This is an optimization exercise on Yosys and OpenROAD, whose aim is small area, a short achievable clock period and few clock cycles per item, not a production implementation.
Only simulation tests tie the RTL to the original design; equivalence was not proved.

== run 1 ==
Design sha256_stream, start of the top module:
module sha256_stream (
   input  logic         clk,
   input  logic         rst,
   input  logic         tvalid,
   output logic         tready,
   input  logic         tlast,
   input  logic [31:0]  tid,
   input  logic [7:0]   tdata,
   output logic         ovalid,
   output logic [31:0]  oid,
   output logic [60:0]  olen,
   output logic [255:0] osha
);
Size in the first run: ~1800 flip-flops, ~400 I/O pins, about 77000 um2 of cells after synthesis.
Settings: LEC_CHECK=0, CAP_MARGIN=20, CELL_PAD_IN_SITES_DETAIL_PLACEMENT=1, CORE_MARGIN=2, CORE_UTILIZATION=35, SLEW_MARGIN=20; clock period 10.0 ns.
standard.sh (not shown) runs the stock make flow with config.mk's settings and CLKGATE_MAP_FILE= SYNTH_SCRIPT=/design/flow/synth_recipe.tcl, a recipe that flattens the netlist after the stock synthesis.
==> flow/flow/run.sh <==
#!/bin/bash
set -euo pipefail
bash standard.sh \
  "BUFFER_PORTS_ARGS=-buffer_cell sky130_fd_sc_hd__buf_1" \
  "CTS_ARGS=-sink_clustering_enable -repair_clock_nets -dont_use_dummy_load" \
  "SETUP_SLACK_MARGIN=5.7" \
  finish > flow_make.log 2>&1
Testbench counts of run 1, summed over its fixed seeds: cycles 33,905, bytes 25,402.
Relative to run 1, the following input files were edited for run 2:
- SETUP_SLACK_MARGIN: unset -> 5
==> flow/run.sh (new file) <==
#!/bin/bash
# synth_recipe.tcl (not shown) runs the flow's synth.tcl, then flattens the netlist and writes it again
# the make line also repeats each setting of config.mk as NAME=value (left out here)
make -C /OpenROAD-flow-scripts/flow DESIGN_CONFIG=/design/flow/config.mk WORK_HOME=/design/flow/orfs CLKGATE_MAP_FILE= SYNTH_SCRIPT=/design/flow/synth_recipe.tcl finish
removed: flow/flow/run.sh
removed: flow/standard.sh
[summary]
- Of run 2 and run 1, the run reporting the higher utilization was run 2.
- Compared with run 1, in run 2 horizontal die dimension barely changed; post-route cell area increased 1000 um2.
Input changes introduced in run 3 (baseline for comparison: run 2):
==> flow/flow/run.sh (new file) <==
#!/bin/bash
# The standard layout (standard.sh), with two changes to how it is built:
#  - the port buffers are the library's smallest plain buffer (buf_1) rather
#    than the delay cell buffer_ports picks by default;
#  - clock tree synthesis adds no dummy loads.
# Constraints, synthesis and every other step are the standard ones.
set -euo pipefail
bash standard.sh \
  "BUFFER_PORTS_ARGS=-buffer_cell sky130_fd_sc_hd__buf_1" \
  "CTS_ARGS=-sink_clustering_enable -repair_clock_nets -dont_use_dummy_load" \
  finish > flow_make.log 2>&1
==> flow/standard.sh (new file) <==
#!/bin/bash
# synth_recipe.tcl (not shown) runs the flow's synth.tcl, then flattens the netlist and writes it again
# the make line also repeats each setting of config.mk as NAME=value (left out here)
make -C /OpenROAD-flow-scripts/flow DESIGN_CONFIG=/design/flow/config.mk WORK_HOME=/design/flow/orfs CLKGATE_MAP_FILE= SYNTH_SCRIPT=/design/flow/synth_recipe.tcl "${@:-finish}"
removed: flow/run.sh
--- outcome ---
- Summary of run 3 over run 2: utilization after layout decreased by 1.8 points relative to the old numbers, wire length per cell closely matched the old numbers, largest net degree at the start of global routing decreased by 13 relative to the old numbers, net count after synthesis closely matched the old numbers.
- Run 3 falls short of run 2 in worst slack after detailed placement.
- Changes observed in run 3 relative to run 2: area growth from synthesis to final layout decreased by 5.2 points relative to the old numbers.
Relative to run 3, the following input files were edited for run 4:
- a change of CORE_UTILIZATION from 35 to 45
### Flow results
Having completed the whole flow, run 4 delivered a layout that passed the timing, DRC and antenna checks.
Summary of run 4 over run 3: tap cell instance count shrank by 22%; half-perimeter wire length of the detailed placement result has decreased.
Looking at cell area, run 4 sits below run 3.
Relative slew slack sits lower in run 4 than in run 3.
Run 4 vs run 3 on via count of the first global-routing pass: run 4 is the lower one.
Run 4 against run 3: H-tree level count barely changed, count of multi-input combinational gates barely changed.
Cmp run 4 vs run 3: final core utilization higher in run 4
When the final numbers for run 4 and run 3 were put side by side, the post-route met1 wirelength turned out to be greater in run 3.
Final setup slack of the worst path down 0.062 ns in run 4 wrt run 3

* * *

## job 9783
sha256_stream, a different RTL version from the one above (not shown whole).
Size: roughly 6,300 cells after synthesis, about 1,800 flip-flops, ~400 I/O pins, about 77,000 µm² of cells after synthesis.
export LEC_CHECK = 0
export CAP_MARGIN = 20
export CELL_PAD_IN_SITES_DETAIL_PLACEMENT = 1
export CORE_MARGIN = 2
export CORE_UTILIZATION = 60
export SLEW_MARGIN = 20
create_clock -name core_clock -period 10.0 [get_ports {clk}]
==> flow/flow/run.sh <==
#!/bin/bash
# The standard layout (standard.sh), with these changes to how it is built:
#  - the port buffers are the library's smallest plain buffer (buf_1) rather
#    than the delay cell buffer_ports picks by default;
#  - clock tree synthesis adds no dummy loads, clusters up to 25 flip-flops within 90 um
#    per leaf buffer;
set -euo pipefail
bash standard.sh \
  "BUFFER_PORTS_ARGS=-buffer_cell sky130_fd_sc_hd__buf_1" \
  "CTS_ARGS=-sink_clustering_enable -repair_clock_nets -dont_use_dummy_load -sink_clustering_size 25 -sink_clustering_max_diameter 90" \
  "SETUP_SLACK_MARGIN=5.7" \
  finish > flow_make.log 2>&1
Testbench counts of job 9783, summed over its fixed seeds: cycles 33,905, bytes 25,402.
The following lists how job 5506 was set up differently from job 9783:
Settings: CORE_UTILIZATION changed from 60 to 55.
diff --git a/flow/flow/run.sh b/flow/flow/run.sh
--- a/flow/flow/run.sh
+++ b/flow/flow/run.sh
@@ -10,3 +10,3 @@
   "CTS_ARGS=-sink_clustering_enable -repair_clock_nets -dont_use_dummy_load -sink_clustering_size 25 -sink_clustering_max_diameter 90" \
-  "SETUP_SLACK_MARGIN=5.7" \
+  "SETUP_SLACK_MARGIN=5.5" \
   finish > flow_make.log 2>&1
### Flow results
- Of job 5506 and job 9783, the run reporting the higher post-synthesis to final-layout area growth was job 9783.
- Re wire length: job 5506 is about 2% down on job 9783.
- In job 5506, the worst endpoint required time came out 0.04 ns above the value in job 9783.
- Job 5506 reports its startpoint of the most critical setup path as re[27] while job 9783 reports w[38].
- Job 5506 vs job 9783, final weighted congestion of routability-driven global placement went down by 0.077.
- In the tables for job 5506 and job 9783, worst hold slack reads lower with job 5506.
Input-level comparison between job 7998 and job 5506:
Settings: setting PLACE_DENSITY to 0.75 for the first time.
diff --git a/flow/flow/run.sh b/flow/flow/run.sh
--- a/flow/flow/run.sh
+++ b/flow/flow/run.sh
@@ -10,3 +10,3 @@
   "CTS_ARGS=-sink_clustering_enable -repair_clock_nets -dont_use_dummy_load -sink_clustering_size 25 -sink_clustering_max_diameter 90" \
-  "SETUP_SLACK_MARGIN=5.5" \
+  "SETUP_SLACK_MARGIN=5.7" \
   finish > flow_make.log 2>&1
Findings:
- Job 7998 | status: complete | timing, DRC, antenna: pass
- Of the two candidates, job 5506 has the worse final worst clock skew and job 7998 the better one.
- Comparing job 7998 and job 5506, sequential share of layout area is lower on job 7998.
- | antenna diode count | job 7998 vs job 5506 | 3 lower |
- Looking only at via count, and setting everything else aside, the lower value of job 7998 and job 5506 goes to job 5506.
- The final routed wirelength across all metal layers of job 7998 is higher than that of job 5506.
- Delta (job 7998 minus job 5506): maximum frequency has decreased; setup slack after layout fell by 0.10 ns.
Edits applied to the flow inputs when going from job 7998 to job 5420:
Settings: a deleted PLACE_DENSITY that had been 0.75.
==> comparison <==
Taking job 7998 over job 5420, the total length of routed met3 wires ratio works out to 1.2. In terms of xor/xnor share of the synthesized area, job 7998 and job 5420 differ only marginally. Taking job 7998 as the reference, in job 5420 design area closely matched the old numbers; cell depth of the worst setup path has increased. Going from job 7998 to job 5420, count of cells resized by post-cts repair grew by a few percent. In summary, job 5420 completed successfully, with a layout that passed the timing, DRC and antenna checks. Worst setup slack after layout was lower in the run labelled job 7998.

* * *

sha256_stream, a different RTL version from the one above (not shown whole).
Size: ~6400 cells after synthesis, roughly 1800 flip-flops.
## sha256_stream
module sha256_stream (
   input  logic         clk,
   input  logic         rst,
   input  logic         tvalid,
   output logic         tready,
   input  logic         tlast,
   input  logic [31:0]  tid,
   input  logic [7:0]   tdata,
   output logic         ovalid,
   output logic [31:0]  oid,
   output logic [60:0]  olen,
   output logic [255:0] osha
);
clock: 10.0 ns
lec_check: 0
cap_margin: 20
cell_pad_in_sites_detail_placement: 1
core_margin: 2
core_utilization: 55
slew_margin: 20
==> flow/flow/run.sh <==
#!/bin/bash
# The standard layout (standard.sh), with these changes to how it is built:
#  - the port buffers are the library's smallest plain buffer (buf_1) rather
#    than the delay cell buffer_ports picks by default;
#  - clock tree synthesis adds no dummy loads, clusters up to 25 flip-flops within 90 um
#    per leaf buffer;
set -euo pipefail
bash standard.sh \
  "BUFFER_PORTS_ARGS=-buffer_cell sky130_fd_sc_hd__buf_1" \
  "CTS_ARGS=-sink_clustering_enable -repair_clock_nets -dont_use_dummy_load -sink_clustering_size 25 -sink_clustering_max_diameter 90" \
  "SETUP_SLACK_MARGIN=5.9" \
  finish > flow_make.log 2>&1
The first run produced a clean layout.
Testbench counts at the start, summed over its fixed seeds: cycles 33,905, bytes 25,402.
Change:
--- a/flow/flow/run.sh
+++ b/flow/flow/run.sh
@@ -11 +11 @@
-  "SETUP_SLACK_MARGIN=5.9" \
+  "SETUP_SLACK_MARGIN=5.7" \
Effect:
- area after synthesis is unchanged
- non-clock buffer count goes down by 65
- global-route usage goes down by 0.78 points
- routed wire length goes down by 5.5%
- final cell count goes down by 0.77%
- die area is unchanged
Change:
==> flow/flow/run.sh (replaced) <==
#!/bin/bash
set -euo pipefail
bash standard.sh \
  "BUFFER_PORTS_ARGS=-buffer_cell sky130_fd_sc_hd__buf_1" \
  "CTS_ARGS=-sink_clustering_enable -repair_clock_nets -dont_use_dummy_load" \
  "SETUP_SLACK_MARGIN=5.7" \
  finish > flow_make.log 2>&1
Settings changed: CORE_UTILIZATION 55 to 45.
Result: Design area rises by 4.0%; worst setup slack loses 0.034 ns; worst hold slack loses 0.025 ns; global-route usage falls by 6.2 points.
Change:
--- a/flow/flow/run.sh
+++ b/flow/flow/run.sh
@@ -1,0 +2,5 @@
+# The standard layout (standard.sh), with these changes to how it is built:
+#  - the port buffers are the library's smallest plain buffer (buf_1) rather
+#    than the delay cell buffer_ports picks by default;
+#  - clock tree synthesis adds no dummy loads, clusters up to 20 flip-flops within 80 um
+#    per leaf buffer;
@@ -5 +10 @@
-  "CTS_ARGS=-sink_clustering_enable -repair_clock_nets -dont_use_dummy_load" \
+  "CTS_ARGS=-sink_clustering_enable -repair_clock_nets -dont_use_dummy_load -sink_clustering_size 20 -sink_clustering_max_diameter 80" \
Setup slack degrades by 0.028 ns.
Final area goes down by about 2.5%.
Global-route usage drops by 0.38 points.

* * *

Another version of the RTL of sha256_stream (not shown whole).
Size in the first run: about 7400 cells after synthesis, ~1800 flip-flops, ~400 I/O pins, ~79000 um2 of cells after synthesis.
Settings: LEC_CHECK=0, CAP_MARGIN=20, CELL_PAD_IN_SITES_DETAIL_PLACEMENT=1, CORE_MARGIN=2, CORE_UTILIZATION=55, SETUP_SLACK_MARGIN=5, SLEW_MARGIN=20; clock period 10.0 ns.
run.sh (not shown) runs the stock make flow with config.mk's settings and CLKGATE_MAP_FILE= SYNTH_SCRIPT=/design/flow/synth_recipe.tcl, a recipe that flattens the netlist after the stock synthesis.
Stock flow here: none of the scripts above is used.
The first run went through all stages and came out clean.
Testbench counts at the start, summed over its fixed seeds: cycles 33,873, bytes 25,402.
Change:
Settings changed: CORE_UTILIZATION 55 to 35.
Non-clock buffer count rose by 16. Synthesized area is unchanged. Die area came out higher by 56%. Hold slack got worse by 0.0079 ns.

* * *

sha256_stream, a different RTL version from the one above (not shown whole).
For scale: about 6500 cells after synthesis, about 1800 flip-flops, ~400 I/O pins, ~77000 um2 of cells after synthesis.
Design sha256_stream, start of the top module:
module sha256_stream (
   input  logic         clk,
   input  logic         rst,
   input  logic         tvalid,
   output logic         tready,
   input  logic         tlast,
   input  logic [31:0]  tid,
   input  logic [7:0]   tdata,
   output logic         ovalid,
   output logic [31:0]  oid,
   output logic [60:0]  olen,
   output logic [255:0] osha
);
   function automatic logic [31:0] knext2(input logic [5:0] t);
      case (t)
         6'd0: knext2 = 32'hb5c0fbcf;
         6'd1: knext2 = 32'he9b5dba5;
         6'd2: knext2 = 32'h3956c25b;
         6'd3: knext2 = 32'h59f111f1;
         6'd4: knext2 = 32'h923f82a4;
         6'd5: knext2 = 32'hab1c5ed5;
         6'd6: knext2 = 32'hd807aa98;
         6'd7: knext2 = 32'h12835b01;
         6'd8: knext2 = 32'h243185be;
         6'd9: knext2 = 32'h550c7dc3;
         6'd10: knext2 = 32'h72be5d74;
         6'd11: knext2 = 32'h80deb1fe;
         6'd12: knext2 = 32'h9bdc06a7;
         6'd13: knext2 = 32'hc19bf174;
         6'd14: knext2 = 32'he49b69c1;
         6'd15: knext2 = 32'hefbe4786;
         6'd16: knext2 = 32'h0fc19dc6;
         6'd17: knext2 = 32'h240ca1cc;
         6'd18: knext2 = 32'h2de92c6f;
         6'd19: knext2 = 32'h4a7484aa;
         6'd20: knext2 = 32'h5cb0a9dc;
         6'd21: knext2 = 32'h76f988da;
         6'd22: knext2 = 32'h983e5152;
         6'd23: knext2 = 32'ha831c66d;
         6'd24: knext2 = 32'hb00327c8;
         6'd25: knext2 = 32'hbf597fc7;
         6'd26: knext2 = 32'hc6e00bf3;
         6'd27: knext2 = 32'hd5a79147;
         6'd28: knext2 = 32'h06ca6351;
         6'd29: knext2 = 32'h14292967;
         6'd30: knext2 = 32'h27b70a85;
         6'd31: knext2 = 32'h2e1b2138;
         6'd32: knext2 = 32'h4d2c6dfc;
         6'd33: knext2 = 32'h53380d13;
  ...
Settings: LEC_CHECK=0, CAP_MARGIN=20, CELL_PAD_IN_SITES_DETAIL_PLACEMENT=1, CORE_MARGIN=2, CORE_UTILIZATION=35, SLEW_MARGIN=20; clock period 10.0 ns.
standard.sh (not shown) runs the stock make flow with config.mk's settings and CLKGATE_MAP_FILE= SYNTH_SCRIPT=/design/flow/synth_recipe.tcl, a recipe that flattens the netlist after the stock synthesis.
==> flow/flow/run.sh <==
#!/bin/bash
set -euo pipefail
bash standard.sh SETUP_SLACK_MARGIN=6 finish > standard_make.log 2>&1
Testbench counts at the start, summed over its fixed seeds: cycles 33,873, bytes 25,402.
Change:
==> flow/run.sh (new file) <==
#!/bin/bash
# synth_recipe.tcl (not shown) runs the flow's synth.tcl, then flattens the netlist and writes it again
# the make line also repeats each setting of config.mk as NAME=value (left out here)
make -C /OpenROAD-flow-scripts/flow DESIGN_CONFIG=/design/flow/config.mk WORK_HOME=/design/flow/orfs CLKGATE_MAP_FILE= SYNTH_SCRIPT=/design/flow/synth_recipe.tcl finish
--- a/flow/config.mk
+++ b/flow/config.mk
@@ -10,3 +10,4 @@
 export CORE_MARGIN = 2
 export CORE_UTILIZATION = 35
+export SETUP_SLACK_MARGIN = 5
 export SLEW_MARGIN = 20
removed: flow/flow/run.sh
removed: flow/standard.sh
Worst hold slack gets worse by 0.014 ns.
Utilization decreases by 3.2 points.
Clock-buffer cell count increases by 18.
Critical path depth decreases by 6.

-- port drivers added, routing unchanged --
Ports are ideal in the flow. The routed layouts listed here were re-timed in OpenROAD.
Step 1: set_driving_cell puts a clkbuf_16 on clk and a buf_2 on each other input, an assumption about the parent block.
Step 2 moves the port delays by t, midway between the first and last clock arrival at a register: inputs arrive t later, outputs are due t later. That takes back most of the time a late clock gives input paths.
Three values: ideal ports, drivers, drivers and shift; two values: the first two.
run | t (ns) | slack for setup (ns) | hold slack, ns | worst setup path after step 2 | pins driven straight from the clock port
run 1 | 0.877 | 5.556 / 5.556 / 5.128 | 0.306 / 0.306 / 0.306 | input to register | 1
run 2 | 0.918 | 5.033 / 5.033 / 4.530 | 0.313 / 0.313 / 0.313 | input to register | 1
run 3 | 0.880 | 5.030 / 5.030 / 4.654 | 0.283 / 0.283 / 0.283 | input to register | 1
run 4 | 0.878 | 4.968 / 4.968 / 4.968 | 0.290 / 0.290 / 0.290 | register to register | 1
job 9783 | 0.793 | 5.491 / 5.491 / 4.919 | 0.303 / 0.303 / 0.303 | input to register | 1
job 5506 | 0.790 | 5.418 / 5.418 / 4.982 | 0.296 / 0.296 / 0.296 | input to register | 1
job 7998 | 0.809 | 5.317 / 5.317 / 5.016 | 0.301 / 0.301 / 0.301 | input to register | 1
job 5420 | 0.786 | 5.499 / 5.499 / 5.028 | 0.284 / 0.284 / 0.284 | input to register | 1
the first run of note 3 | 0.812 | 5.354 / 5.354 / 5.305 | 0.230 / 0.230 / 0.230 | input to register | 1
the second run of note 3 | 0.794 | 5.682 / 5.695 / 4.920 | 0.266 / 0.266 / 0.266 | input to register | 1
the third run of note 3 | 0.893 | 5.649 / 5.649 / 4.936 | 0.241 / 0.241 / 0.241 | input to register | 1
the fourth run of note 3 | 0.861 | 5.621 / 5.621 / 5.015 | 0.272 / 0.272 / 0.272 | input to register | 1
the first run of note 4 | 0.905 | 5.005 / 5.005 / 4.726 | 0.392 / 0.392 / 0.392 | input to register | 1
the second run of note 4 | 0.943 | 5.068 / 5.068 / 4.592 | 0.384 / 0.384 / 0.384 | input to register | 1
the first run of note 5 | 0.942 | 5.201 / 5.201 / 5.201 | 0.303 / 0.303 / 0.303 | register to register | 1
the second run of note 5 | 0.926 | 5.042 / 5.042 / 4.722 | 0.290 / 0.290 / 0.290 | input to register | 1
After both steps setup and hold are still met in every run listed. For the second run of note 3, which loses most, drivers alone change the setup slack by +0.013 ns; drivers and shift together by -0.762 ns.
